This design comes from an exercise in tuning for small area on the open sky130 flow, not from production work. Only simulation tests tie the RTL to the original design; equivalence was not proved. Power figures rest on the tool's default switching activity, not on a simulated workload.

== job 7163 ==
==> flow/design.v <==
`timescale 1ns/100ps
module aplic_rd_g3 (
  input  logic [2:0] i_s,
  input  logic [2:0] i_t,
  output logic       o_n
);
  assign o_n = ~|(i_s & i_t);
endmodule
module aplic_rd_bit (
  input  logic [30:0] i_s,
  input  logic [30:0] i_t,
  input  logic        i_x,
  output logic        o_q
);
  logic [9:0] n;
  for (genvar g = 0; g < 10; g++) begin : g_g3
    aplic_rd_g3 u_g3 (.i_s(i_s[3*g+2:3*g]), .i_t(i_t[3*g+2:3*g]), .o_n(n[g]));
  end
  assign o_q = ~&n | (i_s[30] & i_t[30]) | i_x;
endmodule
`timescale 1ns/100ps
module aplic_src_slice (
  input  logic       i_owner,
  input  logic [2:0] i_mode,
  input  logic       i_ip,
  input  logic       i_en,
  input  logic       i_vld,
  input  logic       i_dom,
  input  logic       i_hh,        
  input  logic       i_hl,        
  input  logic       i_rd_tgt,
  input  logic       i_rd_src,
  input  logic       i_wr_tgt,
  input  logic       i_wr_src,
  input  logic       i_wd,        
  input  logic       i_wword,     
  input  logic       i_nh,        
  input  logic       i_p_wset,    
  input  logic       i_p_set,     
  input  logic       i_p_clr,     
  input  logic       i_e_wset,
  input  logic       i_e_set,
  input  logic       i_e_clr,
  input  logic       i_p_rd, i_e_rd,
  output logic       o_owner_we,
  output logic       o_mode_we,
  output logic       o_ip,
  output logic       o_en,
  output logic       o_twe,
  output logic       o_act,
  output logic       o_ts,
  output logic       o_ms,
  output logic       o_ds,
  output logic       o_x
);
  logic hit, own;
  logic k, ip_set, ip_clr, en_set, en_clr;
  assign hit   = i_hh & i_hl;
  assign own   = i_owner ~^ i_dom;
  assign o_act = |i_mode;
  assign o_owner_we = i_wr_src & hit & ~i_dom;
  assign o_mode_we  = i_wr_src & hit & (~i_dom | i_owner);
  assign k      = own & ((i_wword & i_wd) | i_nh);
  assign ip_set = k & i_p_set;
  assign ip_clr = (own & i_p_wset) | (k & i_p_clr);
  assign en_set = k & i_e_set;
  assign en_clr = (own & i_e_wset) | (k & i_e_clr);
  assign o_ip   = o_act & ((i_ip & ~ip_clr) | ip_set);
  assign o_en   = o_act & ((i_en & ~en_clr) | en_set);
  assign o_twe = i_wr_tgt & hit & o_act & own;
  assign o_ts = i_rd_tgt & hit & own & i_vld;
  assign o_ms = i_rd_src & hit & own;
  assign o_ds = i_rd_src & hit & ~i_dom;
  assign o_x  = own & ((i_p_rd & i_ip) | (i_e_rd & i_en));
endmodule
`timescale 1ns/100ps
module aplic_regctl_top (
  input  logic        i_clk,
  input  logic        ni_rst,
  input  logic        i_acc_en,
  input  logic        i_acc_we,
  input  logic [0:0]  i_acc_dom,
  input  logic [15:0] i_acc_addr,
  input  logic [31:0] i_acc_wdata,
  output logic [31:0] o_acc_rdata,
  output logic [31:0] o_setip,
  output logic [31:0] o_setie,
  output logic [31:0] o_active,
  output logic [31:0] o_intp_domain,
  output logic [1:0]  o_domaincfg_ie,
  output logic [1:0]  o_domaincfg_dm
);
  logic        dom;
  logic [15:0] a;
  logic [31:0] wd;
  logic        rd, wr;
  logic        a_dom, a_src, a_tgt;
  logic        a_blk, a_word, a_num, num_hi0;
  logic        a_setip, a_inclrip, a_setie, a_clrie;
  logic        a_setipnum, a_clripnum, a_setienum, a_clrienum;
  logic [7:0]  hh;
  logic [3:0]  hl;
  logic [31:1] nh;
  assign dom = i_acc_dom[0];
  assign a   = i_acc_addr;
  assign wd  = i_acc_wdata;
  assign rd  = i_acc_en & ~i_acc_we;
  assign wr  = i_acc_en & i_acc_we;
  assign a_dom = (a == 16'h0000);
  assign a_src = (a[15:7] == 9'h000) & (a[1:0] == 2'b00);
  assign a_tgt = (a[15:7] == 9'h060) & (a[1:0] == 2'b00);
  assign a_blk  = (a[15:10] == 6'b000111);
  assign a_word = a_blk & (a[7:0] == 8'h00);
  assign a_num  = a_blk & (a[7:0] == 8'hDC);
  assign a_setip    = a_word & (a[9:8] == 2'd0);
  assign a_inclrip  = a_word & (a[9:8] == 2'd1);
  assign a_setie    = a_word & (a[9:8] == 2'd2);
  assign a_clrie    = a_word & (a[9:8] == 2'd3);
  assign a_setipnum = a_num  & (a[9:8] == 2'd0);
  assign a_clripnum = a_num  & (a[9:8] == 2'd1);
  assign a_setienum = a_num  & (a[9:8] == 2'd2);
  assign a_clrienum = a_num  & (a[9:8] == 2'd3);
  assign num_hi0 = (wd[31:5] == 27'd0);
  always_comb begin
    for (int j = 0; j < 8; j++) hh[j] = (a[6:4] == 3'(j));
    for (int k = 0; k < 4; k++) hl[k] = (a[3:2] == 2'(k));
    for (int i = 1; i < 32; i++) nh[i] = wr & a_num & num_hi0 & (wd[4:0] == 5'(i));
  end
  logic [1:0]        ie_q, dm_q;
  logic [31:1]       owner_q;
  logic [31:1][2:0]  mode_q;
  logic [31:1]       ip_q, en_q;
  logic [31:1]       vld_q;
  logic [30:0]       tgt_q [31:1];
  logic [31:1]       owner_we, mode_we, ip_d, en_d, twe, act, ts, ms, ds, xs;
  always_ff @(posedge i_clk or negedge ni_rst) begin
    if (!ni_rst) begin
      ie_q <= '0;
      dm_q <= '0;
    end else if (wr & a_dom) begin
      ie_q[dom] <= wd[8];
      dm_q[dom] <= wd[2];
    end
  end
  logic [2:0] wmode;
  logic       rd_tgt, rd_src, wr_tgt, wr_src;
  logic       wword, p_wset, p_set, p_clr, e_wset, e_set, e_clr;
  logic       p_rd, e_rd;
  assign wmode  = (wd[10] | (wd[2:1] == 2'b01)) ? 3'd0 : wd[2:0];
  assign rd_tgt = rd & a_tgt;
  assign rd_src = rd & a_src;
  assign wr_tgt = wr & a_tgt;
  assign wr_src = wr & a_src;
  assign wword  = wr & a_word;
  assign p_wset = wr & a_setip;
  assign p_set  = (a[9:8] == 2'd0);
  assign p_clr  = (a[9:8] == 2'd1);
  assign e_wset = wr & a_setie;
  assign e_set  = (a[9:8] == 2'd2);
  assign e_clr  = (a[9:8] == 2'd3);
  assign p_rd   = rd & a_setip;
  assign e_rd   = rd & a_setie;
  for (genvar i = 1; i < 32; i++) begin : g_src
    aplic_src_slice u_slice (
      .i_owner  (owner_q[i]),
      .i_mode   (mode_q[i]),
      .i_ip     (ip_q[i]),
      .i_en     (en_q[i]),
      .i_vld    (vld_q[i]),
      .i_dom    (dom),
      .i_hh     (hh[i/4]),
      .i_hl     (hl[i%4]),
      .i_rd_tgt (rd_tgt),
      .i_rd_src (rd_src),
      .i_wr_tgt (wr_tgt),
      .i_wr_src (wr_src),
      .i_wd     (wd[i]),
      .i_nh     (nh[i]),
      .i_wword  (wword),
      .i_p_wset (p_wset),
      .i_p_set  (p_set),
      .i_p_clr  (p_clr),
      .i_e_wset (e_wset),
      .i_e_set  (e_set),
      .i_e_clr  (e_clr),
      .i_p_rd   (p_rd),
      .i_e_rd   (e_rd),
      .o_owner_we (owner_we[i]),
      .o_mode_we  (mode_we[i]),
      .o_ip     (ip_d[i]),
      .o_en     (en_d[i]),
      .o_twe    (twe[i]),
      .o_act    (act[i]),
      .o_ts     (ts[i]),
      .o_ms     (ms[i]),
      .o_ds     (ds[i]),
      .o_x      (xs[i])
    );
  end
  always_ff @(posedge i_clk or negedge ni_rst) begin
    if (!ni_rst) begin
      ip_q    <= '0;
      en_q    <= '0;
      vld_q   <= '0;
    end else begin
      ip_q    <= ip_d;
      en_q    <= en_d;
      vld_q   <= vld_q | twe;
    end
  end
  for (genvar i = 1; i < 32; i++) begin : g_cfg
    always_ff @(posedge i_clk or negedge ni_rst) begin
      if (!ni_rst) begin
        owner_q[i] <= 1'b0;
      end else if (owner_we[i]) begin
        owner_q[i] <= wd[10];
      end
    end
    always_ff @(posedge i_clk or negedge ni_rst) begin
      if (!ni_rst) begin
        mode_q[i] <= 3'd0;
      end else if (mode_we[i]) begin
        mode_q[i] <= wmode;
      end
    end
  end
  logic        wdm;
  logic [31:0] wl;
  logic [30:0] wl_s;
  assign wdm = dom ? dm_q[1] : dm_q[0];
  always_comb begin
    wl = wd;
    if (!wdm) begin
      wl[17:8] = '0;
      if (wd[7:0] == 8'd0) wl[0] = 1'b1;
    end else begin
      wl[11] = 1'b0;
    end
  end
  assign wl_s = {wl[31:12], wl[10:0]};
  for (genvar i = 1; i < 32; i++) begin : g_tgt
    always_ff @(posedge i_clk) begin
      if (twe[i]) begin
        tgt_q[i] <= wl_s;
      end
    end
  end
  logic [31:0] x;
  logic [30:0] t_rd;
  logic [2:0]  m_rd;
  logic        d_rd;
  always_comb begin
    x = {xs, 1'b0};
    x[31] = x[31] | (rd & a_dom);
    x[8]  = x[8]  | (rd & a_dom & (dom ? ie_q[1] : ie_q[0]));
    x[2]  = x[2]  | (rd & a_dom & wdm) | m_rd[2];
    x[1]  = x[1]  | m_rd[1];
    x[0]  = m_rd[0];
    x[10] = x[10] | d_rd;
  end
  for (genvar b = 0; b < 31; b++) begin : g_trd
    localparam int W = (b < 11) ? b : b + 1;
    logic [30:0] col;
    for (genvar i = 1; i < 32; i++) begin : g_col
      assign col[i-1] = tgt_q[i][b];
    end
    aplic_rd_bit u_bit (.i_s(ts), .i_t(col), .i_x(x[W]), .o_q(t_rd[b]));
  end
  for (genvar b = 0; b < 3; b++) begin : g_mrd
    logic [30:0] col;
    for (genvar i = 1; i < 32; i++) begin : g_col
      assign col[i-1] = mode_q[i][b];
    end
    aplic_rd_bit u_bit (.i_s(ms), .i_t(col), .i_x(1'b0), .o_q(m_rd[b]));
  end
  aplic_rd_bit u_drd (.i_s(ds), .i_t(owner_q), .i_x(1'b0), .o_q(d_rd));
  assign o_acc_rdata = {t_rd[30:11], x[11], t_rd[10:0]};
  assign o_setip        = {ip_q, 1'b0};
  assign o_setie        = {en_q, 1'b0};
  assign o_active       = {act, 1'b0};
  assign o_intp_domain  = {owner_q, 1'b0};
  assign o_domaincfg_ie = ie_q;
  assign o_domaincfg_dm = dm_q;
endmodule
export LEC_CHECK = 0
export CAP_MARGIN = 5
export CORE_MARGIN = 2
export CORE_UTILIZATION = 70
export CTS_BUF_LIST = sky130_fd_sc_hd__clkbuf_8
export CTS_CLUSTER_DIAMETER = 100
export CTS_CLUSTER_SIZE = 15
export SETUP_SLACK_MARGIN = 0
export SLEW_MARGIN = 5
export SYNTH_HIERARCHICAL = 1
export SYNTH_MINIMUM_KEEP_SIZE = 0
create_clock -name core_clock -period 10.0 [get_ports {i_clk}]
standard.sh (not shown) runs the stock make flow with config.mk's settings and CLKGATE_MAP_FILE= SYNTH_SCRIPT=/design/flow/synth_recipe.tcl, a recipe that flattens the netlist after the stock synthesis.
==> flow/flow/run.sh <==
#!/bin/bash
# Own layout flow: the standard ORFS flow, with
#  - port buffers of the smallest buffer (buf_1) instead of clkdlybuf4s50_1,
#  - CTS with larger sink clusters and no dummy loads,
#  - every logic cell swapped to its smallest size after floorplan (repair
#    steps later size up what needs it).
# Each tool's log stays under orfs/logs; make's output goes to flow_make.log.
set -euo pipefail
here=$(pwd)
bash standard.sh finish \
  BUFFER_PORTS_ARGS="-buffer_cell sky130_fd_sc_hd__buf_1" \
  CTS_ARGS="-sink_clustering_enable -repair_clock_nets -buf_list sky130_fd_sc_hd__clkbuf_8 -sink_clustering_size 15 -sink_clustering_max_diameter 100 -dont_use_dummy_load" \
  POST_FLOORPLAN_TCL="$here/flow/downsize.tcl" \
  > "$here/flow_make.log" 2>&1
==> flow/flow/downsize.tcl <==
# Swap every logic cell for the smallest cell of its family (same function,
# same pins); later repair steps size up what timing, slew or load need.
# Flip-flops keep their synthesized cell.
set db [ord::get_db]
set dont_use [expr {[info exists ::env(DONT_USE_CELLS)] ? $::env(DONT_USE_CELLS) : ""}]
proc ds_pins {m} {
  set p {}
  foreach t [$m getMTerms] { lappend p [$t getName] }
  return [lsort $p]
}
array set fam {}
foreach lib [$db getLibs] {
  foreach m [$lib getMasters] {
    set n [$m getName]
    set skip 0
    foreach pat $dont_use { if {[string match $pat $n]} { set skip 1 } }
    if {$skip} continue
    if {[regexp {^(sky130_fd_sc_hd__[a-z0-9]+)_[0-9]+$} $n -> f]} { lappend fam($f) $m }
  }
}
set n_swap 0
set saved 0
foreach inst [[[$db getChip] getBlock] getInsts] {
  set m [$inst getMaster]
  set n [$m getName]
  if {[regexp {__(df|edf|sdf|dl|tap|fill|decap|conb|clk)} $n]} continue
  if {![regexp {^(sky130_fd_sc_hd__[a-z0-9]+)_[0-9]+$} $n -> f]} continue
  if {![info exists fam($f)]} continue
  set best $m
  set ba [expr {[$m getWidth] * [$m getHeight]}]
  set pins [ds_pins $m]
  foreach c $fam($f) {
    set a [expr {[$c getWidth] * [$c getHeight]}]
    if {$a < $ba && [ds_pins $c] eq $pins} { set best $c; set ba $a }
  }
  if {$best ne $m} {
    set saved [expr {$saved + [$m getWidth] * [$m getHeight] - $ba}]
    replace_cell [$inst getName] [$best getName]
    incr n_swap
  }
}
puts "downsize: swapped $n_swap cells, [expr {$saved / 1e6}] um2 less"
Job 7163 | status: complete | timing, DRC, antenna: pass
Here is what was changed in the inputs of job 3319 compared with job 7163.
Settings: CTS_BUF_LIST: sky130_fd_sc_hd__clkbuf_8 -> sky130_fd_sc_hd__clkbuf_4; CTS_CLUSTER_DIAMETER: 100 -> unset; CTS_CLUSTER_SIZE: 15 -> unset.
==> flow/run.sh (new file) <==
#!/bin/bash
# synth_recipe.tcl (not shown) runs the flow's synth.tcl, then flattens the netlist and writes it again
# the make line also repeats each setting of config.mk as NAME=value (left out here)
make -C /OpenROAD-flow-scripts/flow DESIGN_CONFIG=/design/flow/config.mk WORK_HOME=/design/flow/orfs CLKGATE_MAP_FILE= SYNTH_SCRIPT=/design/flow/synth_recipe.tcl finish
removed: flow/flow/run.sh
removed: flow/flow/downsize.tcl
removed: flow/standard.sh
==> comparison <==
- Both conditions hold for job 3319: the flow ran to the end and the final layout passed the timing, DRC and antenna checks.
- Against job 7163, job 3319 reports a average vias per placed instance that is lower.
- Job 7163 -> job 3319: wire length on met3 increased by a little under 10%
- Re synthesized cell count: no difference whatsoever between job 7163 and job 3319.
- [job 3319 vs job 7163] layout overhead on the synthesized area: higher in job 3319
Relative to job 3319, the following input files were edited for job 2293:
Settings: changing CTS_BUF_LIST from sky130_fd_sc_hd__clkbuf_4 to sky130_fd_sc_hd__clkbuf_8; setting CTS_CLUSTER_SIZE to 15 for the first time; setting CTS_CLUSTER_DIAMETER to 100 for the first time.
## What came out
Power consumed by combinational cells across job 3319 and job 2293: no real change. Comparing job 3319 and job 2293, the lower standby leakage power is on job 2293. Going from job 3319 to job 2293, wire length decreased about 6%; worst path buffer plus inverter count increased 1. Post-synthesis to final-layout area growth: job 2293 < job 3319. First-pass GRT wire length, job 3319 and job 2293: smaller value in job 2293. Between job 3319 and job 2293, via count of the first global-routing pass decreased. Looking at least setup slack across all paths after layout, job 2293 sits 0.024 ns higher than job 3319 does. Taking job 3319 as the reference point, the critical path depth of job 2293 rises by 4.

==> separate check: timing with driven ports <==
How much do the figures lean on ideal ports? The routed layouts below were timed once more, with nothing changed but the port constraints. Step 1: set_driving_cell puts a clkbuf_16 on i_clk and a buf_2 on each other input, an assumption about the parent block. Step 2, shift: input delay + t, output delay - t, t = (earliest + latest rising clock arrival at the registers) / 2. This alone moves slack from input paths to output paths. a / b / c = no drivers / after step 1 / after step 2; a / b = the first two.
run	t (ns)	setup slack, ns	cell pins on the clock port's net
job 7163	0.758	1.827 / 1.807 / 1.807	1
job 3319	1.160	1.486 / 1.460 / 1.460	1
job 2293	0.778	1.510 / 1.484 / 1.484	1
After both steps setup and hold are still met in every run listed.
